What follows belongs to an exercise in optimizing a design on an open flow for small area and a short achievable clock period; a production flow would make more cautious choices.
At most, simulation tests tie the RTL to the original design; equivalence was not proved.
Function not checked in runs 4 and 5: the RTL went through the layout flow alone.
No driver is modelled on the clock port, so clocking that relies on it looks cheaper here than on a real chip.
No activity file was given, so power comes from the tool's default toggle rates.

==> flow/design.v <==
`default_nettype none
package frameReadoutPkg;
	localparam int NumChan = 5;
	localparam int FrameWords = 18;
	localparam int AdrWidth = 5;
	localparam int ChanWidth = 3;
	localparam int DataWidth = 8;
	localparam int RingA = 16;
	localparam int RingB = 2;
	localparam int SlotWidth = 8;
	localparam logic [SlotWidth-1:0] SlotFirst = 8'd199;  
	localparam logic [SlotWidth-1:0] SlotLast = 8'd166;   
	localparam logic [SlotWidth-1:0] WinFirst = 8'd192;   
	localparam logic [SlotWidth-1:0] CapLast = 8'd240;    
	localparam logic [SlotWidth-1:0] FwdLast = 8'd238;    
	localparam logic [AdrWidth-1:0] WordLast = AdrWidth'(FrameWords - 1);
endpackage
`default_nettype wire
`timescale 1ns/1ns
`default_nettype none
module strobeSync (
	input logic clk,
	input logic rst,
	input logic [frameReadoutPkg::NumChan-1:0] strobe,
	input logic [frameReadoutPkg::NumChan-1:0] grant,
	output logic [frameReadoutPkg::NumChan-1:0] pending
);
	logic [frameReadoutPkg::NumChan-1:0] syncA;
	logic [frameReadoutPkg::NumChan-1:0] syncB;
	logic [frameReadoutPkg::NumChan-1:0] strobePrev;
	logic [frameReadoutPkg::NumChan-1:0] rise;
	assign rise = syncB & ~strobePrev;
	always_ff @(posedge clk or negedge rst) begin
		if (!rst) begin
			syncA <= '0;
			syncB <= '0;
			strobePrev <= '0;
			pending <= '0;
		end else begin
			syncA <= strobe;
			syncB <= syncA;
			strobePrev <= syncB;  
			pending <= (pending & ~grant) | rise;
		end
	end
endmodule
`default_nettype wire
`timescale 1ns/1ns
`default_nettype none
module readSequencer (
	input logic clk,
	input logic rst,
	input logic [frameReadoutPkg::NumChan-1:0] pending,
	output logic [frameReadoutPkg::NumChan-1:0] grant,
	output logic busy,
	output logic [frameReadoutPkg::SlotWidth-1:0] slotCnt,
	output logic [frameReadoutPkg::AdrWidth-1:0] wordCnt,
	output logic [frameReadoutPkg::NumChan-1:0] chanSel
);
	logic reading;
	logic [frameReadoutPkg::NumChan-1:0] lowest;
	logic slotEnd;
	assign lowest = pending & (~pending + 1'b1);
	assign grant = reading ? '0 : lowest;  
	assign busy = reading;
	assign slotEnd = (slotCnt == frameReadoutPkg::SlotLast);
	always_ff @(posedge clk or negedge rst) begin
		if (!rst) begin
			reading <= 1'b0;
		end else if (!reading) begin
			reading <= |pending;
		end else if (slotEnd && (wordCnt == frameReadoutPkg::WordLast)) begin
			reading <= 1'b0;  
		end
	end
	always_ff @(posedge clk) begin
		if (!reading) begin
			slotCnt <= frameReadoutPkg::SlotFirst;
			wordCnt <= '0;
			chanSel <= lowest;
		end else if (slotEnd) begin
			slotCnt <= frameReadoutPkg::SlotFirst;
			wordCnt <= wordCnt + 1'b1;
		end else begin
			slotCnt <= slotCnt + 1'b1;
		end
	end
endmodule
`default_nettype wire
`timescale 1ns/1ns
`default_nettype none
module frameBuffer (
	input logic clk,
	input logic wrEn,
	input logic [frameReadoutPkg::ChanWidth-1:0] wrChan,
	input logic [frameReadoutPkg::AdrWidth-1:0] wrAdr,
	input logic [frameReadoutPkg::DataWidth-1:0] wrData,
	input logic [frameReadoutPkg::NumChan-1:0] rdChan,  
	input logic [frameReadoutPkg::AdrWidth-1:0] rdAdr,
	input logic [frameReadoutPkg::SlotWidth-1:0] slotCnt,
	output logic [frameReadoutPkg::DataWidth-1:0] byteOut
);
	localparam int NC = frameReadoutPkg::NumChan;
	localparam int DW = frameReadoutPkg::DataWidth;
	localparam int RA = frameReadoutPkg::RingA;
	localparam int RB = frameReadoutPkg::RingB;
	logic [DW-1:0] ringA [NC][RA];
	logic [DW-1:0] ringB [NC][RB];
	logic [3:0] phase;
	logic [NC-1:0] wrSel;
	logic [NC-1:0] wrSelN;
	logic [3:0] posHi;
	logic [3:0] posHiN;
	logic [3:0] posLo;
	logic [3:0] posLoN;
	logic [RB-1:0] posB;
	logic [RB-1:0] posBN;
	logic [DW-1:0] wrByte;
	logic [DW-1:0] wrByteN;
	logic fwdHit;
	logic [DW-1:0] dataReg;
	logic adrOk;
	logic [NC-1:0] chanDec;
	logic [3:0] placeA;
	logic [3:0] hiNext;
	logic [3:0] loNext;
	logic [RB-1:0] bNext;
	logic fwdWin;
	logic capWin;
	logic matchA;
	logic matchB;
	logic [DW-1:0] tapByte;
	logic [DW-1:0] ring0 [NC][RA+RB];  
	logic [DW-1:0] ringD [NC][RA+RB];
	assign adrOk = ~wrAdr[4] | (wrAdr[3:1] == 3'd0);
	always_comb begin
		for (int c = 0; c < NC; c++) begin
			chanDec[c] = (wrChan == frameReadoutPkg::ChanWidth'(c));
		end
	end
	assign placeA = phase - wrAdr[3:0];
	always_comb begin
		for (int i = 0; i < 4; i++) begin
			hiNext[i] = ~wrAdr[4] && (placeA[3:2] == 2'(i));
			loNext[i] = (placeA[1:0] == 2'(i));
		end
		for (int q = 0; q < RB; q++) begin
			bNext[q] = wrAdr[4] && ((wrAdr[0] ^ phase[0]) == 1'(q));
		end
	end
	assign fwdWin = (slotCnt >= frameReadoutPkg::WinFirst) && (slotCnt <= frameReadoutPkg::FwdLast);
	assign capWin = (slotCnt >= frameReadoutPkg::WinFirst) && (slotCnt <= frameReadoutPkg::CapLast);
	always_ff @(posedge clk) begin
		phase <= phase + 1'b1;
		wrSel <= chanDec & {NC{wrEn & adrOk}};
		wrSelN <= ~(chanDec & {NC{wrEn & adrOk}});
		posHi <= hiNext;
		posHiN <= ~hiNext;
		posLo <= loNext;
		posLoN <= ~loNext;
		posB <= bNext;
		posBN <= ~bNext;
		wrByte <= wrData;
		wrByteN <= ~wrData;
		fwdHit <= wrEn && fwdWin && ((chanDec & rdChan) != '0) && (wrAdr == rdAdr);
	end
	always_comb begin
		for (int c = 0; c < NC; c++) begin
			for (int p = 0; p < RA; p++) begin
				ring0[c][p] = ringA[c][p];
			end
			for (int q = 0; q < RB; q++) begin
				ring0[c][RA + q] = ringB[c][q];
			end
		end
	end
	for (genvar c = 0; c < NC; c++) begin : g_chan
		for (genvar p = 0; p < RA + RB; p++) begin : g_place
			logic hit;
			logic miss;
			logic [DW-1:0] prev;
			logic [DW-1:0] wr;
			if (p < RA) begin : g_a
				assign hit = ~(wrSelN[c] | posHiN[p / 4] | posLoN[p % 4]);
				assign miss = ~(wrSel[c] & posHi[p / 4] & posLo[p % 4]);
				assign prev = ring0[c][(p + RA - 1) % RA];
			end else begin : g_b
				assign hit = ~(wrSelN[c] | posBN[p - RA]);
				assign miss = ~(wrSel[c] & posB[p - RA]);
				assign prev = ring0[c][RA + ((p - RA) ^ 1)];
			end
			assign wr = (p % 2 == 1) ? wrByte : wrByteN;
			assign ringD[c][p] = ~((prev | {DW{hit}}) & ({DW{miss}} | wr));
		end
	end
	always_ff @(posedge clk) begin
		for (int c = 0; c < NC; c++) begin
			for (int p = 0; p < RA; p++) begin
				ringA[c][p] <= ringD[c][p];
			end
			for (int q = 0; q < RB; q++) begin
				ringB[c][q] <= ringD[c][RA + q];
			end
		end
	end
	assign matchA = capWin && ~rdAdr[4] && (rdAdr[3:0] == phase);
	assign matchB = capWin && rdAdr[4] && (rdAdr[0] == phase[0]);
	always_comb begin
		tapByte = '0;
		for (int c = 0; c < NC; c++) begin
			tapByte = tapByte | (ringA[c][14] & {DW{rdChan[c] & matchA}})
				| (ringB[c][0] & {DW{rdChan[c] & matchB}});
		end
	end
	always_ff @(posedge clk) begin
		if (fwdHit) begin
			dataReg <= wrByte;
		end else if (matchA || matchB) begin
			dataReg <= tapByte;
		end
	end
	assign byteOut = dataReg;
endmodule
`default_nettype wire
`timescale 1ns/1ns
`default_nettype none
module uartTx (
	input logic clk,
	input logic rst,
	input logic reading,
	input logic [frameReadoutPkg::SlotWidth-1:0] slotCnt,
	input logic [frameReadoutPkg::DataWidth-1:0] byteIn,
	output logic txd
);
	logic [3:0] bitNo;
	logic txdLow;  
	assign bitNo = slotCnt[7:4];
	always_ff @(posedge clk or negedge rst) begin
		if (!rst) begin
			txdLow <= 1'b0;  
		end else if (!reading) begin
			txdLow <= 1'b0;
		end else if (bitNo[3]) begin
			txdLow <= (bitNo == 4'd15);
		end else begin
			txdLow <= ~byteIn[bitNo[2:0]];  
		end
	end
	assign txd = ~txdLow;
endmodule
`default_nettype wire
`timescale 1ns/1ns
`default_nettype none
module frameReadout (
	input logic clk,
	input logic rst,
	input logic [frameReadoutPkg::NumChan-1:0] strobe,
	input logic wrEn,
	input logic [frameReadoutPkg::ChanWidth-1:0] wrChan,
	input logic [frameReadoutPkg::AdrWidth-1:0] wrAdr,
	input logic [frameReadoutPkg::DataWidth-1:0] wrData,
	output logic txd,
	output logic busy
);
	logic [frameReadoutPkg::NumChan-1:0] pending;
	logic [frameReadoutPkg::NumChan-1:0] grant;
	logic [frameReadoutPkg::DataWidth-1:0] byteOut;
	logic [frameReadoutPkg::SlotWidth-1:0] slotCnt;
	logic [frameReadoutPkg::AdrWidth-1:0] wordCnt;
	logic [frameReadoutPkg::NumChan-1:0] chanSel;
	strobeSync i_strobeSync (
		.clk(clk),
		.rst(rst),
		.strobe(strobe),
		.grant(grant),
		.pending(pending)
	);
	readSequencer i_readSequencer (
		.clk(clk),
		.rst(rst),
		.pending(pending),
		.grant(grant),
		.busy(busy),
		.slotCnt(slotCnt),
		.wordCnt(wordCnt),
		.chanSel(chanSel)
	);
	frameBuffer i_frameBuffer (
		.clk(clk),
		.wrEn(wrEn),
		.wrChan(wrChan),
		.wrAdr(wrAdr),
		.wrData(wrData),
		.rdChan(chanSel),
		.rdAdr(wordCnt),
		.slotCnt(slotCnt),
		.byteOut(byteOut)
	);
	uartTx i_uartTx (
		.clk(clk),
		.rst(rst),
		.reading(busy),
		.slotCnt(slotCnt),
		.byteIn(byteOut),
		.txd(txd)
	);
endmodule
`default_nettype wire
==> flow/flow/run.sh <==
#!/bin/bash
set -euo pipefail
here=$(pwd)
res=$here/orfs/results/sky130hd/frameReadout/base
bash standard.sh cts > standard_cts.log 2>&1
CTS_ODB=$res/4_cts.odb OUT_ODB=$res/4_cts.odb openroad -no_init -exit flow/unroot.tcl > unroot.log 2>&1
bash standard.sh finish > standard_finish.log 2>&1
==> flow/flow/unroot.tcl <==
# Drop the clock tree's root buffer and let the clock port drive its loads, when they are few.
set db_file $::env(CTS_ODB)
read_db $db_file
set block [ord::get_db_block]
set port_net [[$block findBTerm clk] getNet]
set loads {}
foreach it [$port_net getITerms] { lappend loads $it }
puts "clock port loads: [llength $loads]"
if {[llength $loads] == 1} {
  set root [[lindex $loads 0] getInst]
  set out_net ""
  foreach it [$root getITerms] {
    if {[$it isOutputSignal]} { set out_net [$it getNet] }
  }
  set subs {}
  foreach it [$out_net getITerms] { if {[$it isInputSignal]} { lappend subs $it } }
  puts "root [$root getName] ([[$root getMaster] getName]) drives [llength $subs] pins"
  if {[llength $subs] <= 4} {
    foreach it $subs { $it disconnect; $it connect $port_net }
    odb::dbInst_destroy $root
    odb::dbNet_destroy $out_net
    puts "root buffer removed"
    write_db $::env(OUT_ODB)
  }
}
==> flow/standard.sh <==
#!/bin/bash
# synth_recipe.tcl (not shown) runs the flow's synth.tcl, then flattens the netlist and writes it again
# the make line also repeats each setting of config.mk as NAME=value (left out here)
make -C /OpenROAD-flow-scripts/flow DESIGN_CONFIG=/design/flow/config.mk WORK_HOME=/design/flow/orfs CLKGATE_MAP_FILE= SYNTH_SCRIPT=/design/flow/synth_recipe.tcl "${@:-finish}"
==> flow/config.mk <==
export PLATFORM = sky130hd
export DESIGN_NAME = frameReadout
export DESIGN_NICKNAME = frameReadout
export VERILOG_FILES = /design/flow/design.v
export SDC_FILE = /design/flow/constraint.sdc
export NUM_CORES = 4
export LEC_CHECK = 0
export CAP_MARGIN = 20
export CORE_MARGIN = 2
export CORE_UTILIZATION = 40
export CTS_BUF_LIST = sky130_fd_sc_hd__clkbuf_8 sky130_fd_sc_hd__clkbuf_16
export CTS_CLUSTER_DIAMETER = 60
export CTS_CLUSTER_SIZE = 20
export SETUP_SLACK_MARGIN = 3.0
export SLEW_MARGIN = 20
==> flow/constraint.sdc <==
create_clock -name core_clock -period 5.0 [get_ports {clk}]
set_input_delay 1.0000 -clock core_clock [delete_from_list [all_inputs] [get_ports {clk}]]
set_output_delay 1.0000 -clock core_clock [all_outputs]
set_load 0.01 [all_outputs]
==> impl_results.md, run 1 <==
* Avg WL per Cell at 25.21 µm
* Async set-reset flop share out of synthesis at 2.686%
* Most frequent cells in the layout: dfxtp_1 (758), o22ai_1 (721), nand3_1 (99), nor3_1 (79), clkbuf_16 (50)
* Status: timing/DRC/antenna clean
* Seq cells post-synth at 819
* Slew of the pin with the lowest slew margin at 1174 ps
* Reg2reg end: i_frameBuffer.dataReg[5]$_DFFE_PP_
* Final Max Slew Viols at 0
* Initial core utilization at 40.36%
* Cell count along the critical path at 7
* Nets at 2,111
* Worst path slowest cell: or3_4
* Area grow syn2layout at 10.12%
* Grt ovf at 0
* Cell taking the most area after synthesis: dfxtp_1
* Mapped Area at 24,270 µm²
* Max Root-Sink Buffers at 3
* Hold WC Path Type: flip-flop to flip-flop
* Cell Rows at 90
* Max Clock Freq at 0.4883 GHz
* Clock transition at path regs at 80 ps
* Antenna diode count at 0
* CP startpoint kind: input pin
* Post-DP HPWL at 39,100 µm
* Hold violation total from the final report at 0
* Syn Nets at 2,160
* Crit Path Max Fanout at 8
* Max Cap Viol at 0
* Max stage delay on crit path at 410 ps
* CTS tree: done
* Vias per cell at 6.212
* Crit Reg-Reg Startpoint: i_readSequencer.chanSel[4]$_DFFE_PN_
* Leak at 0.009977 µW
* Req. time, crit path at 5300 ps
* Share of layout cells above drive strength 1 at 6.915%
* Tot GR Track Use at 22.50%
* First-pass GRT wire length at 108,900 µm
* RSZ-0062 raised after global routing: true
* Starting DRT DRC Count at 2,088
* Filler cells at 5,572
* Crit path capture type: flip-flop
* # clock sinks at 819
* Worst-path cell chain: buf_12, inv_16, ha_4, nor2b_4, o21a_1, or3_4, a211o_1
* Die area at 62,660 µm²
* Ys Warns at 8
* Crit path launch: wrAdr[1]
* Post-synthesis instance total at 2,126
* # DRC at 0
* Setup_tns at 0 ps
* Largest net degree at the start of global routing at 47
* Total Power at 12,210 µW
* PD cells at 457.1 nW/µm²
* Worst Path Buf+Inv at 2
* Worst vdd ir at 0.2588 mV
* Final setup viols at 0
* Root Driver: clkbuf_16
* Ys flop type: dfxtp_1
* Arrival @ worst endpoint at 2350 ps
* H-tree lvl count at 2
* Post-synth EDFFs at 13
* Initial antenna violation count at 0
* Register area at 16,690 µm²
* Die H at 250.3 µm
* Post-Route WL at 72,570 µm
* CP top delay family: simple AND/OR/NAND/NOR gates
* Critical Path Sink: i_frameBuffer.posHiN[1]$_DFF_P_
* Setup Skew at 28.19 ps
* Clock Latency Late Sink at 430 ps
* Num CTS Buffers at 49
* Most common cell after layout, fill and taps aside: dfxtp_1
* Pre-Repair DR Iteration Count at 6
* Via count at 17.88k
* Inst Count DP at 2,796
* Tmin final at 2048 ps
* Core Region at 60,130 µm²
* Syn_area_per_cell at 11.41 µm²
* Final Wtd Congestion at 0.8190
* Distinct cells, synth at 50
* Synth area leaders: dfxtp_1 (65%), o22ai_1 (19%), dfrtp_1 (2.3%), nand3_1 (2.0%), clkbuf_1 (2.0%)
* Post-route ant nets at 0
* R2r setup slk at 3010 ps
* Period utilisation layout at 40.96%
* Port bufs at 25
* R2R cell count at 4
* Area taken by multi-input logic gates at 7014 µm²
* Kind of critical path: input pin to flip-flop
* DIE WIDTH at 250.3 µm
* Final Instance Count excl. Fillers at 2,879
* I/O pin cnt at 26
* Sequential area share after synthesis at 68.55%
* Vias in the first global route at 17.77k
* Relative slew slack at 21.64%
* Post-synth top area share at 64.67%
-- registers in the layout, summed over array words and instances (netlist names), 2 cells and up --
signal and cells:
i_frameBuffer.posBN 2, i_frameBuffer.posLo 4, i_frameBuffer.posLoN 4, i_strobeSync.pending 5
i_frameBuffer.ringA 640, i_frameBuffer.wrByte 8, i_frameBuffer.ringB 80, i_frameBuffer.posB 2
i_frameBuffer.wrByteN 8, i_readSequencer.chanSel 5, i_frameBuffer.wrSel 5, i_frameBuffer.dataReg 8
i_strobeSync.syncB 5, i_frameBuffer.wrSelN 5, i_frameBuffer.phase 4, i_strobeSync.syncA 5
i_readSequencer.wordCnt 5, i_frameBuffer.posHiN 4, i_frameBuffer.posHi 4, i_readSequencer.slotCnt 8
i_strobeSync.strobePrev 5
-- Yosys cell counts (10+ instances only) --
master,n
nand2_1,39
nand3_1,99
xor2_1,10
xnor2_1,14
buf_1,21
dfrtp_1,22
clkbuf_1,128
nor3_1,81
nor2_1,29
dfxtp_1,784
o22ai_1,721
a22oi_1,17
a21oi_1,17
edfxtp_1,13
a222oi_1,16
inv_1,33
nor2b_1,10
-- cell type report --
class,instances,share of cell area [%]
Tap cell,782,3.661
Timing Repair Buffer,53,1.812
Inverter,34,0.5384
Sequential cell,819,62.45
Multi-Input combinational cell,1121,26.25
Clock inverter,18,0.5103
Clock buffer,52,4.785
-- power by group --
group	total, µW	internal [µW]	switching [µW]	leakage, µW
Clock	3970	1900	2070	0.000731
Combinational	799	340	459	0.00229
Sequential	7450	7050	396	0.00696
-- timing repair --
item,4_1_cts,5_1_grt
pin swaps,2,7
gates resized for setup,20,25
endpoints found under the setup margin,22,156
gates cloned,0,0
setup buffers,3,10
hold buffers,0,0
hold endpoints to repair,0,0
-- stage by stage --
| stage | instance area [µm²] | hold slack, ps | setup slack (ps) | utilization (%) |
|---|---|---|---|---|
| CTS | 26590 | 350.4 | 2816 | 44.22 |
| global placement | 25120 | 336.8 | 1830 | 41.78 |
| global route | 26720 | 359.4 | 2896 | 44.44 |
| detailed placement | 25120 | 338.1 | 1792 | 41.78 |
| floorplan | 24310 | 331.2 | 2640 | - |
| finish | 26720 | 347.9 | 2952 | 44.44 |
-- layer usage --
metal  track usage [%]  share of wire [%]  vias up
met5                 0                  0        -
met4             8.195                3.5        0
met3             3.346                8.8      199
met2             35.47                 45      916
met1             31.41                 43     8703
li1                  -                  -     8066
-- kinds of logic after synthesis --
family | synth area share (%)
AND/OR/NAND/NOR | 5.903
XOR/XNOR | 0.8662
buffers and inverters | 2.892
AO/OA/AOI/OAI | 20.96
adder cells (fa/ha/maj) | 0.5465
flip-flops | 68.55
multiplexers | 0.2784
-- worst min-delay path by stage --
| stage | from | endpoint | slack, ps | depth (start not counted) |
|---|---|---|---|---|
| after floorplan | i_strobeSync.syncA[0]$_DFF_PN0_ | i_strobeSync.syncB[0]$_DFF_PN0_ | 330 | 0 |
| after global placement | i_strobeSync.syncA[1]$_DFF_PN0_ | i_strobeSync.syncB[1]$_DFF_PN0_ | 340 | 0 |
| after detailed placement | i_strobeSync.syncA[1]$_DFF_PN0_ | i_strobeSync.syncB[1]$_DFF_PN0_ | 340 | 0 |
| after CTS | i_strobeSync.syncA[2]$_DFF_PN0_ | i_strobeSync.syncB[2]$_DFF_PN0_ | 350 | 0 |
| after global routing | i_strobeSync.syncA[1]$_DFF_PN0_ | i_strobeSync.syncB[1]$_DFF_PN0_ | 360 | 0 |
| final | i_strobeSync.syncA[2]$_DFF_PN0_ | i_strobeSync.syncB[2]$_DFF_PN0_ | 350 | 0 |
==> inputs of run 2 (changes only) <==
--- a/flow/config.mk
+++ b/flow/config.mk
@@ -12,4 +12,4 @@
 export CTS_CLUSTER_DIAMETER = 60
 export CTS_CLUSTER_SIZE = 20
-export SETUP_SLACK_MARGIN = 3.0
+export SETUP_SLACK_MARGIN = 3.2
 export SLEW_MARGIN = 20
==> impl_results.md, run 2 <==
* Status: timing/DRC/antenna clean
* Period utilisation layout at 40.90%
* Max Cap Viol at 0
* CP startpoint kind: input pin
* Crit path launch: wrAdr[1]
* Async set-reset flop share out of synthesis at 2.686%
* Worst vdd ir at 0.2598 mV
* Largest net degree at the start of global routing at 47
* Cell Rows at 90
* Die H at 250.3 µm
* Post-Route WL at 73,390 µm
* Vias per cell at 6.203
* HP Start: i_strobeSync.syncA[4]$_DFF_PN0_
* Req. time, crit path at 5300 ps
* Setup_tns at 0 ps
* Crit Path Max Fanout at 6
* Post-DP HPWL at 38,950 µm
* Max reg flops at 640
* WHS at 351.3 ps
* Grt ovf at 0
* Slew of the pin with the lowest slew margin at 1205 ps
* Pre-Repair DR Iteration Count at 7
* Top flop regs: i_frameBuffer.ringA (640), i_frameBuffer.ringB (80)
* Count leader, synth: dfxtp_1
* Final Max Slew Viols at 0
* Distinct cells, synth at 50
* # clock sinks at 819
* Seq cells post-synth at 819
* Hold violation total from the final report at 0
* Tmin final at 2045 ps
* Relative slew slack at 19.54%
* Adder-Cell Fraction of Synth Area at 0.5465%
* Syn_area_per_cell at 11.41 µm²
* Mux contribution to synthesized area at 0.2784%
* Setup Skew at 24.04 ps
* Port bufs at 25
* PD cells at 454.6 nW/µm²
* Sequential area share after synthesis at 68.55%
* H-tree lvl count at 2
* Crit Reg-Reg Startpoint: i_frameBuffer.posLo[2]$_DFF_P_
* RSZ-0062 raised after global routing: true
* Avg WL per Cell at 25.37 µm
* Filler cells at 5,470
* Ys flop type: dfxtp_1
* Most frequent cells in the layout: dfxtp_1 (746), o22ai_1 (721), nand3_1 (90), nor3_2 (74), clkbuf_16 (50)
* I/O pin cnt at 26
* # hold bufs at CTS at 0
* Initial core utilization at 40.36%
* Post-Synth XOR/XNOR Area at 0.8662%
* Clock transition at path regs at 80 ps
* Largest family of logic cells by synthesized area: compound AO/OA/AOI/OAI gates
* Post-synthesis instance total at 2,126
* Final Cell Area at 27,460 µm²
* Post-synth top area share at 64.67%
* # DRC at 0
* Final Wtd Congestion at 0.8318
* Core Region at 60,130 µm²
* Arrival @ worst endpoint at 2350 ps
* Max Root-Sink Buffers at 3
* Vias in the first global route at 17.57k
* Post-route ant nets at 0
* Post-Synth Simple-Gate Area at 5.903%
* Top reg by flops: i_frameBuffer.ringA
* Leak at 0.01016 µW
* Nets at 2,122
* Compound-gate portion of the synthesized area at 20.96%
* Ys Warns at 8
* Tot GR Track Use at 22.59%
* Num CTS Buffers at 49
* Mapped Area at 24,270 µm²
* Syn Nets at 2,160
* Share of layout cells above drive strength 1 at 13.17%
* Cell taking the most area after synthesis: dfxtp_1
* Initial antenna violation count at 0
* Starting DRT DRC Count at 1,933
* Max Clock Freq at 0.4890 GHz
* Clock Latency Late Sink at 430 ps
* Antenna diode count at 0
* Root Driver: clkbuf_16
* DIE WIDTH at 250.3 µm
* Area grow syn2layout at 13.17%
* Kind of critical path: input pin to flip-flop
* First-pass GRT wire length at 109,600 µm
* Via count at 17.94k
* Top cell types by occurrence after synthesis: dfxtp_1 (784), o22ai_1 (721), clkbuf_1 (128), nand3_1 (99), nor3_1 (81)
* Most common cell after layout, fill and taps aside: dfxtp_1
* Placed standard-cell area at 25,140 µm²
* Synth area leaders: dfxtp_1 (65%), o22ai_1 (19%), dfrtp_1 (2.3%), nand3_1 (2.0%), clkbuf_1 (2.0%)
* CTS tree: done
* Hold WC Path Type: flip-flop to flip-flop
* Die area at 62,660 µm²
* Final setup viols at 0
* Post-synth EDFFs at 13
* Crit path capture type: flip-flop
run 2: through the flow:
stage | util [%] | power (µW) | instances | worst slack (ps)
2_1_floorplan | - | 7957 | 2126 | 2640
3_3_place_gp | 41.81 | 8319 | 2796 | 1832
3_5_place_dp | 41.81 | 8345 | 2796 | 1791
4_1_cts | 44.91 | 12490 | 2884 | 2820
5_1_grt | 45.67 | 12880 | 2893 | 2956
6_report | 45.67 | 12490 | 2893 | 2955
run 2: logic make-up after synthesis:
kind of cell / count (synthesis)
simple gates: 288
buf+inv: 186
fa+ha+maj: 10
mux: 4
flops: 819
compound gates: 795
xor+xnor: 24
run 2: metal layers:
layer | share of wire [%] | up-vias | routed length (µm) | GRT usage (%)
met1 | 44 | 8829 | 32200 | 31.23
met5 | 0 | - | 0 | 0
met2 | 45 | 867 | 33150 | 35.36
met3 | 8.1 | 164 | 5909 | 3.835
li1 | - | 8084 | - | -
met4 | 2.9 | 0 | 2135 | 8.794
run 2: critical path, stage by stage:
cell	delay [ps]
buf_12	120
inv_16	40
ha_4	180
nor2b_4	120
o21a_1	170
or3_4	420
buf_12	150
and3_1	150
run 2: power breakdown:
group | total (µW) | leakage, µW | internal (µW) | switching [µW]
Combinational | 922 | 0.00244 | 414 | 508
Sequential | 7470 | 0.00696 | 7060 | 417
Clock | 4090 | 0.000758 | 2000 | 2090
Total | 12500 | 0.0102 | 9470 | 3020
run 2: what timing repair did:
item | 4_1_cts | 5_1_grt
setup buffers | 14 | 10
pin swaps | 11 | 27
endpoints found under the setup margin | 535 | 531
endpoints found under the hold margin | 0 | 0
gates resized for setup | 89 | 90
run 2: final timing paths:
path                       depth (start not counted)                            endpoint  slack [ps]
max                                                8      i_frameBuffer.posHi[2]$_DFF_P_        2960
min                                                0     i_strobeSync.syncB[4]$_DFF_PN0_         350
max reg2reg                                        2  i_frameBuffer.ringA[74][7]$_DFF_P_        3140
min reg2reg                                        0     i_strobeSync.syncB[4]$_DFF_PN0_         350
max in group asynchronous                          1   i_readSequencer.reading$_DFF_PN0_        3710
min in group asynchronous                          1     i_strobeSync.syncA[3]$_DFF_PN0_         690
run 2: layout make-up:
type | instances | area (µm²) | area share, %
well taps | 782 | 978.4 | 3.563
clock buffers | 52 | 1279 | 4.656
repair buffers | 64 | 606.8 | 2.210
flip-flops and latches | 819 | 16710 | 60.85
inverters | 34 | 143.9 | 0.5239
clock inverters | 21 | 191.4 | 0.6970
multi-input cells | 1121 | 7552 | 27.50
==> inputs of run 3 (changes only) <==
--- a/flow/config.mk
+++ b/flow/config.mk
@@ -6,4 +6,5 @@
 export NUM_CORES = 4
 export LEC_CHECK = 0
+export ABC_CLOCK_PERIOD_IN_PS = 2000
 export CAP_MARGIN = 20
 export CORE_MARGIN = 2
@@ -12,4 +13,4 @@
 export CTS_CLUSTER_DIAMETER = 60
 export CTS_CLUSTER_SIZE = 20
-export SETUP_SLACK_MARGIN = 3.2
+export SETUP_SLACK_MARGIN = 3.0
 export SLEW_MARGIN = 20
==> impl_results.md, run 3 <==
* I/O pin cnt at 26
* Clock transition at path regs at 80 ps
* Final Wtd Congestion at 0.8190
* Sequential area share after synthesis at 68.55%
* Post-synth EDFFs at 13
* Post-synthesis instance total at 2,126
* # hold bufs at CTS at 0
* Post-DP HPWL at 39,100 µm
* Max Cap Viol at 0
* Clock power frac at 32.5%
* First-pass GRT wire length at 108,900 µm
* Arrival @ worst endpoint at 2350 ps
* Share of layout cells above drive strength 1 at 6.915%
* Num CTS Buffers at 49
* Crit Path Max Fanout at 8
* Kind of critical path: input pin to flip-flop
* Most frequent cells in the layout: dfxtp_1 (758), o22ai_1 (721), nand3_1 (99), nor3_1 (79), clkbuf_16 (50)
* Avg WL per Cell at 25.21 µm
* Top flop regs: i_frameBuffer.ringA (640), i_frameBuffer.ringB (80)
* Root Driver: clkbuf_16
* Ys Warns at 8
* Largest net degree at the start of global routing at 47
* Ys flop type: dfxtp_1
* Max reg flops at 640
* Tot GR Track Use at 22.50%
* NetSw at 2927 µW
* Worst vdd ir at 0.2588 mV
* CTS tree: done
* Post-synth top area share at 64.67%
* Area taken by multi-input logic gates at 7014 µm²
* Die H at 250.3 µm
* Leak at 0.009977 µW
* CP startpoint kind: input pin
* Setup_tns at 0 ps
* Placed standard-cell area at 25,120 µm²
* Core Region at 60,130 µm²
* # DRC at 0
* Mapped Area at 24,270 µm²
* Internal Power at 9287 µW
* Initial core utilization at 40.36%
* Die area at 62,660 µm²
* Synth area leaders: dfxtp_1 (65%), o22ai_1 (19%), dfrtp_1 (2.3%), nand3_1 (2.0%), clkbuf_1 (2.0%)
* Slew of the pin with the lowest slew margin at 1174 ps
* RSZ-0062 raised after global routing: true
* Filler cells at 5,572
* Vias per cell at 6.212
* Vias in the first global route at 17.77k
* Post-route ant nets at 0
* Crit path capture type: flip-flop
* # clock sinks at 819
* Worst-path cell chain: buf_12, inv_16, ha_4, nor2b_4, o21a_1, or3_4, a211o_1
* Count leader, synth: dfxtp_1
* Final Max Slew Viols at 0
* Status: timing/DRC/antenna clean
* Worst path slowest cell: or3_4
* Flop pwr share at 61.0%
* Max stage delay on crit path at 410 ps
* Req. time, crit path at 5300 ps
* Max Root-Sink Buffers at 3
* Register area at 16,690 µm²
* Antenna diode count at 0
* Top cell types by occurrence after synthesis: dfxtp_1 (784), o22ai_1 (721), clkbuf_1 (128), nand3_1 (99), nor3_1 (81)
* Syn Nets at 2,160
* Logic gate share of total power at 6.5%
* Setup Skew at 28.19 ps
* Sw Ratio at 23.96%
* Clock Latency Late Sink at 430 ps
* Port bufs at 25
* Distinct cells, synth at 50
* Worst Path Buf+Inv at 2
* Post-Route WL at 72,570 µm
* Cell Rows at 90
* Pre-Repair DR Iteration Count at 6
* CP top delay family: simple AND/OR/NAND/NOR gates
* Most common cell after layout, fill and taps aside: dfxtp_1
* DIE WIDTH at 250.3 µm
* H-tree lvl count at 2
* Grt ovf at 0
* Nets at 2,111
* Hold violation total from the final report at 0
* Max Clock Freq at 0.4883 GHz
* Syn_area_per_cell at 11.41 µm²
* Final Cell Area at 26,720 µm²
* Final setup viols at 0
* Cell taking the most area after synthesis: dfxtp_1
* Area grow syn2layout at 10.12%
* Via count at 17.88k
* Period utilisation layout at 40.96%
* PD cells at 457.1 nW/µm²
* Hold WC Path Type: flip-flop to flip-flop
* Tmin final at 2048 ps
* Initial antenna violation count at 0
* Relative slew slack at 21.64%
* Async set-reset flop share out of synthesis at 2.686%
* Seq cells post-synth at 819
* Starting DRT DRC Count at 2,088
* Top reg by flops: i_frameBuffer.ringA
==> run 3: cell counts after synthesis <==
No cell type changed its count.
==> run 3: worst paths after layout <==
check	from	to	slack, ps	depth (start not counted)
max	wrAdr[1]	i_frameBuffer.posHiN[1]$_DFF_P_	2950	7
min	i_strobeSync.syncA[2]$_DFF_PN0_	i_strobeSync.syncB[2]$_DFF_PN0_	350	0
max reg2reg	i_readSequencer.chanSel[4]$_DFFE_PN_	i_frameBuffer.dataReg[5]$_DFFE_PP_	3010	4
min reg2reg	i_strobeSync.syncA[2]$_DFF_PN0_	i_strobeSync.syncB[2]$_DFF_PN0_	350	0
max in group asynchronous	rst	i_readSequencer.reading$_DFF_PN0_	3280	1
min in group asynchronous	rst	i_strobeSync.syncB[2]$_DFF_PN0_	1100	1
==> run 3: worst reg2reg max path, stage by stage, from the launching register on <==
cell and delay, ps:
edfxtp_1 730, a222oi_1 650, nand2_1 140, a21oi_1 170, a21oi_1 80
==> run 3: power by group through the flow <==
stage	registers, µW	logic [µW]	clock network, µW
4_1_cts	7430	776	4110
2_1_floorplan	7330	616	0
6_report	7450	799	3970
3_3_place_gp	7580	730	0
5_1_grt	7480	871	4260
3_5_place_dp	7580	756	0
==> run 3: repair_timing <==
action,CTS,global route
endpoints found under the hold margin,0,0
buffers inserted,3,10
pin swaps,2,7
setup endpoints to repair,22,156
resized for setup,20,25
cloned,0,0
==> run 3: cell families after synthesis <==
group	after synthesis	synth area share, %
flops	819	68.55
mux	4	0.2784
xor+xnor	24	0.8662
buf+inv	186	2.892
compound gates	795	20.96
simple gates	288	5.903
fa+ha+maj	10	0.5465
==> run 3: metal layers <==
metal  global-route usage [%]  routed length (µm)  up-vias
met5                        0                   0        -
met4                    8.195                2512        0
met3                    3.346                6387      199
met2                    35.47               32510      916
met1                    31.41               31160     8703
li1                         -                   -     8066
==> run 3: cell type report <==
cell class                 instances  share of cell area [%]
sequential                       819                   62.45
multi-input combinational       1121                   26.25
clock buffer                      52                   4.785
tap                              782                   3.661
timing repair buffer              53                   1.812
inverter                          34                  0.5384
clock inverter                    18                  0.5103
==> run 3: per-stage QoR <==
| stage | util, % | total power (µW) | hold slack [ps] | worst slack, ps | instances |
|---|---|---|---|---|---|
| after floorplan | - | 7945 | 331.2 | 2640 | 2126 |
| after global placement | 41.78 | 8305 | 336.8 | 1830 | 2796 |
| after detailed placement | 41.78 | 8335 | 338.1 | 1792 | 2796 |
| after CTS | 44.22 | 12320 | 350.4 | 2816 | 2870 |
| after global routing | 44.44 | 12620 | 359.4 | 2896 | 2879 |
| final | 44.44 | 12210 | 347.9 | 2952 | 2879 |
==> inputs of run 4 (changes only) <==
--- a/flow/design.v
+++ b/flow/design.v
@@ -11,5 +11,5 @@
 	localparam logic [SlotWidth-1:0] SlotFirst = 8'd199;  
 	localparam logic [SlotWidth-1:0] SlotLast = 8'd166;   
-	localparam logic [SlotWidth-1:0] WinFirst = 8'd192;   
+	localparam logic [SlotWidth-1:0] WinFirst = 8'd128;   
 	localparam logic [SlotWidth-1:0] CapLast = 8'd240;    
 	localparam logic [SlotWidth-1:0] FwdLast = 8'd238;    
@@ -56,5 +56,8 @@
 	output logic [frameReadoutPkg::SlotWidth-1:0] slotCnt,
 	output logic [frameReadoutPkg::AdrWidth-1:0] wordCnt,
-	output logic [frameReadoutPkg::NumChan-1:0] chanSel
+	output logic [frameReadoutPkg::NumChan-1:0] chanSel,
+	output logic [frameReadoutPkg::SlotWidth-1:0] slotNext,
+	output logic [frameReadoutPkg::AdrWidth-1:0] wordNext,
+	output logic [frameReadoutPkg::NumChan-1:0] chanNext
 );
 	logic reading;
@@ -74,16 +77,24 @@
 		end
 	end
-	always_ff @(posedge clk) begin
+	always_comb begin
 		if (!reading) begin
-			slotCnt <= frameReadoutPkg::SlotFirst;
-			wordCnt <= '0;
-			chanSel <= lowest;
+			slotNext = frameReadoutPkg::SlotFirst;
+			wordNext = '0;
+			chanNext = lowest;
 		end else if (slotEnd) begin
-			slotCnt <= frameReadoutPkg::SlotFirst;
-			wordCnt <= wordCnt + 1'b1;
+			slotNext = frameReadoutPkg::SlotFirst;
+			wordNext = wordCnt + 1'b1;
+			chanNext = chanSel;
 		end else begin
-			slotCnt <= slotCnt + 1'b1;
+			slotNext = slotCnt + 1'b1;
+			wordNext = wordCnt;
+			chanNext = chanSel;
 		end
 	end
+	always_ff @(posedge clk) begin
+		slotCnt <= slotNext;
+		wordCnt <= wordNext;
+		chanSel <= chanNext;
+	end
 endmodule
 `default_nettype wire
@@ -99,4 +110,7 @@
 	input logic [frameReadoutPkg::AdrWidth-1:0] rdAdr,
 	input logic [frameReadoutPkg::SlotWidth-1:0] slotCnt,
+	input logic [frameReadoutPkg::SlotWidth-1:0] slotNext,
+	input logic [frameReadoutPkg::AdrWidth-1:0] wordNext,
+	input logic [frameReadoutPkg::NumChan-1:0] chanNext,
 	output logic [frameReadoutPkg::DataWidth-1:0] byteOut
 );
@@ -122,12 +136,14 @@
 	logic adrOk;
 	logic [NC-1:0] chanDec;
-	logic [3:0] placeA;
+	logic borrow;
+	logic [3:0] hiSame;  
 	logic [3:0] hiNext;
 	logic [3:0] loNext;
 	logic [RB-1:0] bNext;
 	logic fwdWin;
-	logic capWin;
-	logic matchA;
-	logic matchB;
+	logic [NC-1:0] tapSelA;  
+	logic [NC-1:0] tapSelB;
+	logic capNext;
+	logic [3:0] phaseNext;
 	logic [DW-1:0] tapByte;
 	logic [DW-1:0] ring0 [NC][RA+RB];  
@@ -139,9 +155,12 @@
 		end
 	end
-	assign placeA = phase - wrAdr[3:0];
+	assign borrow = (wrAdr[1:0] > phase[1:0]);
 	always_comb begin
 		for (int i = 0; i < 4; i++) begin
-			hiNext[i] = ~wrAdr[4] && (placeA[3:2] == 2'(i));
-			loNext[i] = (placeA[1:0] == 2'(i));
+			hiSame[i] = (wrAdr[3:2] == 2'(phase[3:2] - 2'(i)));
+			loNext[i] = (wrAdr[1:0] == 2'(phase[1:0] - 2'(i)));
+		end
+		for (int i = 0; i < 4; i++) begin
+			hiNext[i] = ~wrAdr[4] && (borrow ? hiSame[(i + 1) % 4] : hiSame[i]);
 		end
 		for (int q = 0; q < RB; q++) begin
@@ -150,7 +169,6 @@
 	end
 	assign fwdWin = (slotCnt >= frameReadoutPkg::WinFirst) && (slotCnt <= frameReadoutPkg::FwdLast);
-	assign capWin = (slotCnt >= frameReadoutPkg::WinFirst) && (slotCnt <= frameReadoutPkg::CapLast);
 	always_ff @(posedge clk) begin
-		phase <= phase + 1'b1;
+		phase <= phaseNext;
 		wrSel <= chanDec & {NC{wrEn & adrOk}};
 		wrSelN <= ~(chanDec & {NC{wrEn & adrOk}});
@@ -204,11 +222,14 @@
 		end
 	end
-	assign matchA = capWin && ~rdAdr[4] && (rdAdr[3:0] == phase);
-	assign matchB = capWin && rdAdr[4] && (rdAdr[0] == phase[0]);
+	assign phaseNext = phase + 1'b1;
+	assign capNext = (slotNext >= frameReadoutPkg::WinFirst) && (slotNext <= frameReadoutPkg::CapLast);
+	always_ff @(posedge clk) begin
+		tapSelA <= chanNext & {NC{capNext && ~wordNext[4] && (wordNext[3:0] == phaseNext)}};
+		tapSelB <= chanNext & {NC{capNext && wordNext[4] && (wordNext[0] == phaseNext[0])}};
+	end
 	always_comb begin
 		tapByte = '0;
 		for (int c = 0; c < NC; c++) begin
-			tapByte = tapByte | (ringA[c][14] & {DW{rdChan[c] & matchA}})
-				| (ringB[c][0] & {DW{rdChan[c] & matchB}});
+			tapByte = tapByte | (ringA[c][14] & {DW{tapSelA[c]}}) | (ringB[c][0] & {DW{tapSelB[c]}});
 		end
 	end
@@ -216,5 +237,5 @@
 		if (fwdHit) begin
 			dataReg <= wrByte;
-		end else if (matchA || matchB) begin
+		end else if ((tapSelA | tapSelB) != '0) begin
 			dataReg <= tapByte;
 		end
@@ -269,4 +290,7 @@
 	logic [frameReadoutPkg::AdrWidth-1:0] wordCnt;
 	logic [frameReadoutPkg::NumChan-1:0] chanSel;
+	logic [frameReadoutPkg::SlotWidth-1:0] slotNext;
+	logic [frameReadoutPkg::AdrWidth-1:0] wordNext;
+	logic [frameReadoutPkg::NumChan-1:0] chanNext;
 	strobeSync i_strobeSync (
 		.clk(clk),
@@ -284,5 +308,8 @@
 		.slotCnt(slotCnt),
 		.wordCnt(wordCnt),
-		.chanSel(chanSel)
+		.chanSel(chanSel),
+		.slotNext(slotNext),
+		.wordNext(wordNext),
+		.chanNext(chanNext)
 	);
 	frameBuffer i_frameBuffer (
@@ -295,4 +322,7 @@
 		.rdAdr(wordCnt),
 		.slotCnt(slotCnt),
+		.slotNext(slotNext),
+		.wordNext(wordNext),
+		.chanNext(chanNext),
 		.byteOut(byteOut)
 	);
--- a/flow/config.mk
+++ b/flow/config.mk
@@ -6,5 +6,4 @@
 export NUM_CORES = 4
 export LEC_CHECK = 0
-export ABC_CLOCK_PERIOD_IN_PS = 2000
 export CAP_MARGIN = 20
 export CORE_MARGIN = 2
@@ -13,4 +12,4 @@
 export CTS_CLUSTER_DIAMETER = 60
 export CTS_CLUSTER_SIZE = 20
-export SETUP_SLACK_MARGIN = 3.0
+export SETUP_SLACK_MARGIN = 3.2
 export SLEW_MARGIN = 20
==> impl_results.md, run 4 <==
* Most frequent cells in the layout: dfxtp_1 (755), o22ai_1 (722), nand3_1 (91), nor3_2 (76), clkbuf_16 (52)
* Top flop regs: i_frameBuffer.ringA (640), i_frameBuffer.ringB (80)
* Synth area leaders: dfxtp_1 (65%), o22ai_1 (18%), dfrtp_1 (2.2%), clkbuf_1 (2.0%), nand3_1 (1.9%)
* # hold bufs at CTS at 0
* Final Util at 45.87%
* Post-DP HPWL at 40,060 µm
* Clock Latency Late Sink at 420 ps
* Worst vdd ir at 0.3115 mV
* Ys Warns at 8
* Kind of critical path: flip-flop to flip-flop
* CTS tree: done
* Via count at 18.18k
* Tmin final at 2185 ps
* Top cell types by occurrence after synthesis: dfxtp_1 (799), o22ai_1 (722), clkbuf_1 (129), nand3_1 (91), nor3_1 (88)
* Crit path capture type: flip-flop
* Leak at 0.01022 µW
* Final setup viols at 0
* Post-synth top area share at 65.22%
* Count leader, synth: dfxtp_1
* Relative slew slack at 12.94%
* Post-synthesis instance total at 2,150
* Filler cells at 5,413
* Most common cell after layout, fill and taps aside: dfxtp_1
* Die H at 251.6 µm
* Seq cells post-synth at 829
* Initial antenna violation count at 0
* Slew of the pin with the lowest slew margin at 1304 ps
* Grt ovf at 0
* H-tree lvl count at 2
* Max Root-Sink Buffers at 3
* Vias in the first global route at 18.26k
* Cell taking the most area after synthesis: dfxtp_1
* Syn_area_per_cell at 11.41 µm²
* Largest net degree at the start of global routing at 47
* Post-synth EDFFs at 8
* I/O pin cnt at 26
* Hold violation total from the final report at 0
* Port bufs at 25
* Syn Nets at 2,181
* Status: timing/DRC/antenna clean
* Avg WL per Cell at 25.67 µm
* Req. time, crit path at 5290 ps
* Num CTS Buffers at 50
* RSZ-0062 raised after global routing: true
* CP startpoint kind: flip-flop
* Nets at 2,140
* Hold WC Path Type: flip-flop to flip-flop
* PD cells at 445.0 nW/µm²
* Vias per cell at 6.239
* First-pass GRT wire length at 111,600 µm
* Ys flop type: dfxtp_1
* Antenna diode count at 0
* Arrival @ worst endpoint at 2480 ps
* Die area at 63,310 µm²
* Cell Rows at 90
* Area grow syn2layout at 13.10%
* Pre-Repair DR Iteration Count at 5
* DIE WIDTH at 251.6 µm
* Distinct cells, synth at 49
* # clock sinks at 829
* Final Wtd Congestion at 0.8709
* Core Region at 60,470 µm²
* Share of layout cells above drive strength 1 at 13.70%
* Period utilisation layout at 43.70%
* Tot GR Track Use at 22.90%
* # DRC at 0
* Crit Path Max Fanout at 8
* Max Cap Viol at 0
* Root Driver: clkbuf_16
* Initial core utilization at 40.55%
* Max Clock Freq at 0.4576 GHz
* Sequential area share after synthesis at 68.45%
* Setup_tns at 0 ps
* Clock transition at path regs at 80 ps
* Final Max Slew Viols at 0
* Max reg flops at 640
* Post-route ant nets at 0
* Setup Skew at 16.49 ps
* Post-Route WL at 74,810 µm
* Async set-reset flop share out of synthesis at 2.654%
* Top reg by flops: i_frameBuffer.ringA
* Starting DRT DRC Count at 2,072
* Mapped Area at 24,520 µm²
-- run 4: worst paths after layout --
kind | start | end | slack (ps) | depth (start not counted)
worst max-delay path | i_readSequencer.slotCnt[2]$_DFF_P_ | i_frameBuffer.tapSelA[0]$_DFF_P_ | 2810 | 8
worst min-delay path | i_strobeSync.syncA[0]$_DFF_PN0_ | i_strobeSync.syncB[0]$_DFF_PN0_ | 350 | 0
worst max register to register | i_readSequencer.slotCnt[2]$_DFF_P_ | i_frameBuffer.tapSelA[0]$_DFF_P_ | 2810 | 8
worst min register to register | i_strobeSync.syncA[0]$_DFF_PN0_ | i_strobeSync.syncB[0]$_DFF_PN0_ | 350 | 0
max in group asynchronous | rst | i_readSequencer.reading$_DFF_PN0_ | 3660 | 1
min in group asynchronous | rst | i_strobeSync.pending[0]$_DFF_PN0_ | 710 | 1
-- run 4: final cells by class --
class / instances / area [µm²] / share of cell area (%)
Sequential cell: 829 / 16880 / 60.85
Multi-Input combinational cell: 1130 / 7737 / 27.90
Clock buffer: 55 / 1343 / 4.840
Tap cell: 782 / 978.4 / 3.528
Timing Repair Buffer: 61 / 523.0 / 1.886
Inverter: 38 / 142.6 / 0.5143
Clock inverter: 19 / 135.1 / 0.4872
-- run 4: logic make-up after synthesis --
kind of cell,count (synthesis),share of synthesized area (%)
and+or+nand+nor,287,5.944
xor gates and xnor gates,24,0.8571
adders and majority gates,7,0.3571
AOI/OAI and AO/OA,797,20.61
buffers and inverters,191,2.985
DFF,829,68.45
muxes,15,0.7959
-- run 4: power breakdown --
group	internal [µW]	total, µW	switching [µW]
clock	1980	4090	2110
combinational	343	792	448
sequential	7080	7460	382
-- run 4: per-layer routing --
metal	routed length [µm]	GRT usage, %	up-vias	share of wire (%)
li1	-	-	8168	-
met2	33560	36.03	874	45
met5	0	0	-	0
met3	5927	3.652	210	7.9
met1	32410	31.44	8928	43
met4	2914	9.354	0	3.9
-- run 4: stage by stage --
step	instance area, µm²	std cells	hold WS, ps	setup WS, ps	total power [µW]
after global routing	27740	2914	360.7	2714	12740
after floorplan	24620	2150	331.2	2774	7903
after detailed placement	25420	2819	334.7	1865	8247
after global placement	25420	2819	332.6	1924	8218
final	27740	2914	349.6	2815	12340
after CTS	27220	2907	352.1	2743	12410
-- run 4: what timing repair did --
item,in CTS,in global routing
setup endpoints to repair,124,553
pin swaps,12,12
gates resized for setup,72,119
buffers inserted,13,8
-- run 4: critical path, cell delays in order (launching register included) --
cell and delay, ps:
dfxtp_1 490, nand4b_1 150, buf_6 160, buf_4 150, nor3_1 250, xnor2_1 100
nor2_1 300, xor2_4 370, nor4b_2 90
==> inputs of run 5 (changes only) <==
--- a/flow/config.mk
+++ b/flow/config.mk
@@ -12,4 +12,4 @@
 export CTS_CLUSTER_DIAMETER = 60
 export CTS_CLUSTER_SIZE = 20
-export SETUP_SLACK_MARGIN = 3.2
+export SETUP_SLACK_MARGIN = 3.0
 export SLEW_MARGIN = 20
==> impl_results.md, run 5 <==
* Reg2reg end: i_frameBuffer.tapSelA[2]$_DFF_P_
* RSZ-0062 raised after global routing: true
* Sequential area share after synthesis at 68.45%
* Clock transition at path regs at 80 ps
* Mapped Area at 24,520 µm²
* Cell taking the most area after synthesis: dfxtp_1
* Crit path capture type: flip-flop
* Core Region at 60,470 µm²
* Antenna diode count at 0
* Largest net degree at the start of global routing at 47
* Final Cell Area at 27,320 µm²
* Leak at 0.01012 µW
* Cell Rows at 90
* Post-synth EDFFs at 8
* Ys flop type: dfxtp_1
* H-tree lvl count at 2
* Max Clock Freq at 0.4583 GHz
* Port bufs at 25
* Placed standard-cell area at 25,430 µm²
* Slew of the pin with the lowest slew margin at 1238 ps
* # DRC at 0
* Num CTS Buffers at 50
* Max Root-Sink Buffers at 3
* HP Start: i_strobeSync.syncA[3]$_DFF_PN0_
* Synth area leaders: dfxtp_1 (65%), o22ai_1 (18%), dfrtp_1 (2.2%), clkbuf_1 (2.0%), nand3_1 (1.9%)
* I/O pin cnt at 26
* Die H at 251.6 µm
* Count leader, synth: dfxtp_1
* R2R cell count at 7
* Share of layout cells above drive strength 1 at 9.334%
* Via count at 18.05k
* Tot GR Track Use at 22.74%
* DIE WIDTH at 251.6 µm
* Async set-reset flop share out of synthesis at 2.654%
* Crit Reg-Reg Startpoint: i_readSequencer.slotCnt[6]$_DFF_P_
* Vias in the first global route at 17.99k
* Clock Latency Late Sink at 420 ps
* Req. time, crit path at 5330 ps
* Arrival @ worst endpoint at 2510 ps
* Final Wtd Congestion at 0.8762
* Tmin final at 2182 ps
* Pre-Repair DR Iteration Count at 5
* Post-Route WL at 74,150 µm
* Seq cells post-synth at 829
* First-pass GRT wire length at 110,400 µm
* Post-route ant nets at 0
* # clock sinks at 829
* Grt ovf at 0
* Max Cap Viol at 0
* Starting DRT DRC Count at 1,973
* Top reg by flops: i_frameBuffer.ringA
* Distinct cells, synth at 49
* Vias per cell at 6.196
* Setup_tns at 0 ps
* Kind of critical path: flip-flop to flip-flop
* Most common cell after layout, fill and taps aside: dfxtp_1
* WHS at 345.1 ps
* Area grow syn2layout at 11.39%
* Final Max Slew Viols at 0
* Root Driver: clkbuf_16
* Post-DP HPWL at 39,810 µm
* Final setup viols at 0
* CTS tree: done
* Worst Hold Depth at 0
* PD cells at 447.7 nW/µm²
* Status: timing/DRC/antenna clean
* Inst Count DP at 2,821
* Worst vdd ir at 0.2941 mV
* Nets at 2,143
* Top cell types by occurrence after synthesis: dfxtp_1 (799), o22ai_1 (722), clkbuf_1 (129), nand3_1 (91), nor3_1 (88)
* Post-synth top area share at 65.22%
* Hold violation total from the final report at 0
* Die area at 63,310 µm²
* Relative slew slack at 17.35%
* Max reg flops at 640
* Crit Path Max Fanout at 5
* Syn_area_per_cell at 11.41 µm²
* Post-synthesis instance total at 2,150
* Final Instance Count excl. Fillers at 2,914
* Initial antenna violation count at 1
* Syn Nets at 2,181
* Setup Skew at 24.96 ps
* Top flop regs: i_frameBuffer.ringA (640), i_frameBuffer.ringB (80)
* Period utilisation layout at 43.64%
* Initial core utilization at 40.55%
* Ys Warns at 8
* Avg WL per Cell at 25.45 µm
* Hold worst-path end: i_strobeSync.syncB[3]$_DFF_PN0_
* Hold WC Path Type: flip-flop to flip-flop
* CP startpoint kind: flip-flop
* R2r setup slk at 2820 ps
* Most frequent cells in the layout: dfxtp_1 (768), o22ai_1 (722), nand3_1 (91), nor3_1 (79), clkbuf_16 (50)
[run 5: cell counts after synthesis]
Identical to the previous run, type by type.
[run 5: cells by family after synthesis]
group / after synthesis / share of synthesized area, %
flops: 829 / 68.45
simple gates: 287 / 5.944
fa+ha+maj: 7 / 0.3571
buf+inv: 191 / 2.985
compound gates: 797 / 20.61
xor+xnor: 24 / 0.8571
mux: 15 / 0.7959
[run 5: area by class of cell]
type | instances | area [µm²]
clock buffers | 50 | 1251
clock inverters | 21 | 181.4
fillers | 5435 | 33150
inverters | 38 | 145.1
multi-input cells | 1130 | 7355
flip-flops and latches | 829 | 16850
well taps | 782 | 978.4
repair buffers | 64 | 553.0
[run 5: layer usage]
layer | part of all wire, % | vias up | global-route usage, %
met5 | 0 | - | 0
met4 | 4.0 | 0 | 9.439
met3 | 8.6 | 217 | 3.755
met2 | 45 | 868 | 36.09
met1 | 42 | 8804 | 30.85
li1 | - | 8165 | -
[run 5: worst max path at each step]
stage,start,to,slack (ps),cells after the start
6_report,i_readSequencer.slotCnt[6]$_DFF_P_,i_frameBuffer.tapSelA[2]$_DFF_P_,2820,7
5_1_grt,i_readSequencer.slotCnt[0]$_DFF_P_,i_frameBuffer.tapSelA[0]$_DFF_P_,2660,11
4_1_cts,i_readSequencer.slotCnt[6]$_DFF_P_,i_frameBuffer.tapSelA[3]$_DFF_P_,2730,7
3_5_place_dp,wrAdr[1],i_frameBuffer.posHiN[0]$_DFF_P_,1900,8
3_3_place_gp,wrAdr[1],i_frameBuffer.posHiN[0]$_DFF_P_,1930,8
2_1_floorplan,wrAdr[1],i_frameBuffer.posHiN[3]$_DFF_P_,2770,6
[run 5: where the power goes]
part | leakage, µW | internal, µW | total, µW | switching (µW)
combinational | 0.00239 | 339 | 800 | 461
clock | 0.000732 | 1920 | 4010 | 2080
sequential | 0.00701 | 7080 | 7420 | 348
total | 0.0101 | 9340 | 12200 | 2890
[run 5: worst max-delay path, stage by stage (launching register included)]
cell	delay (ps)
dfxtp_4	350
or3b_4	440
or4_4	540
a21oi_4	190
xor2_2	90
nor4_2	140
buf_4	180
nor4b_4	180
[run 5: through the flow]
| stage | utilization, % | power, µW | setup WS, ps |
|---|---|---|---|
| 2_1_floorplan | - | 7903 | 2774 |
| 3_3_place_gp | 42.06 | 8221 | 1933 |
| 3_5_place_dp | 42.06 | 8249 | 1905 |
| 4_1_cts | 44.80 | 12340 | 2733 |
| 5_1_grt | 45.17 | 12630 | 2656 |
| 6_report | 45.17 | 12230 | 2818 |
[run 5: repair_timing]
| item | CTS | global route |
|---|---|---|
| buffers inserted | 13 | 9 |
| hold buffers | 0 | 0 |
| resized for setup | 45 | 46 |
| endpoints found under the setup margin | 31 | 55 |
| pin swaps | 5 | 15 |

==> static timing again, ports no longer ideal <==
How much do the figures lean on ideal ports? The routed layouts below were timed once more, with nothing changed but the port constraints.
Step 1 (the two cells are an assumption about what drives the block):
set clk [get_ports {clk}]
set_driving_cell -lib_cell sky130_fd_sc_hd__clkbuf_16 $clk
set_driving_cell -lib_cell sky130_fd_sc_hd__buf_2 [delete_from_list [all_inputs] $clk]
Step 2 also shifts input and output timing later by t, the mid clock arrival at the registers, as if the neighbouring blocks saw the same clock.
Three values: ideal ports, drivers, drivers and shift; two values: the first two.
| run | shift t [ns] | setup WS [ns] | worst setup path at the end | latest minus earliest clock arrival (ns) | worst data-port slew with drivers (ns) |
|---|---|---|---|---|---|
| run 1 | 0.536 | 2.952 / 2.920 / 2.488 | input to register | 0.028 / 0.027 | 0.06 |
| run 2 | 0.539 | 2.955 / 2.921 / 2.492 | input to register | 0.024 / 0.024 | 0.06 |
| run 3 | 0.536 | 2.952 / 2.920 / 2.488 | input to register | 0.028 / 0.027 | 0.06 |
| run 4 | 0.542 | 2.815 / 2.815 / 2.472 | input to register | 0.018 / 0.018 | 0.06 |
| run 5 | 0.536 | 2.818 / 2.818 / 2.444 | input to register | 0.027 / 0.027 | 0.06 |
After both steps every run listed still meets setup and hold.
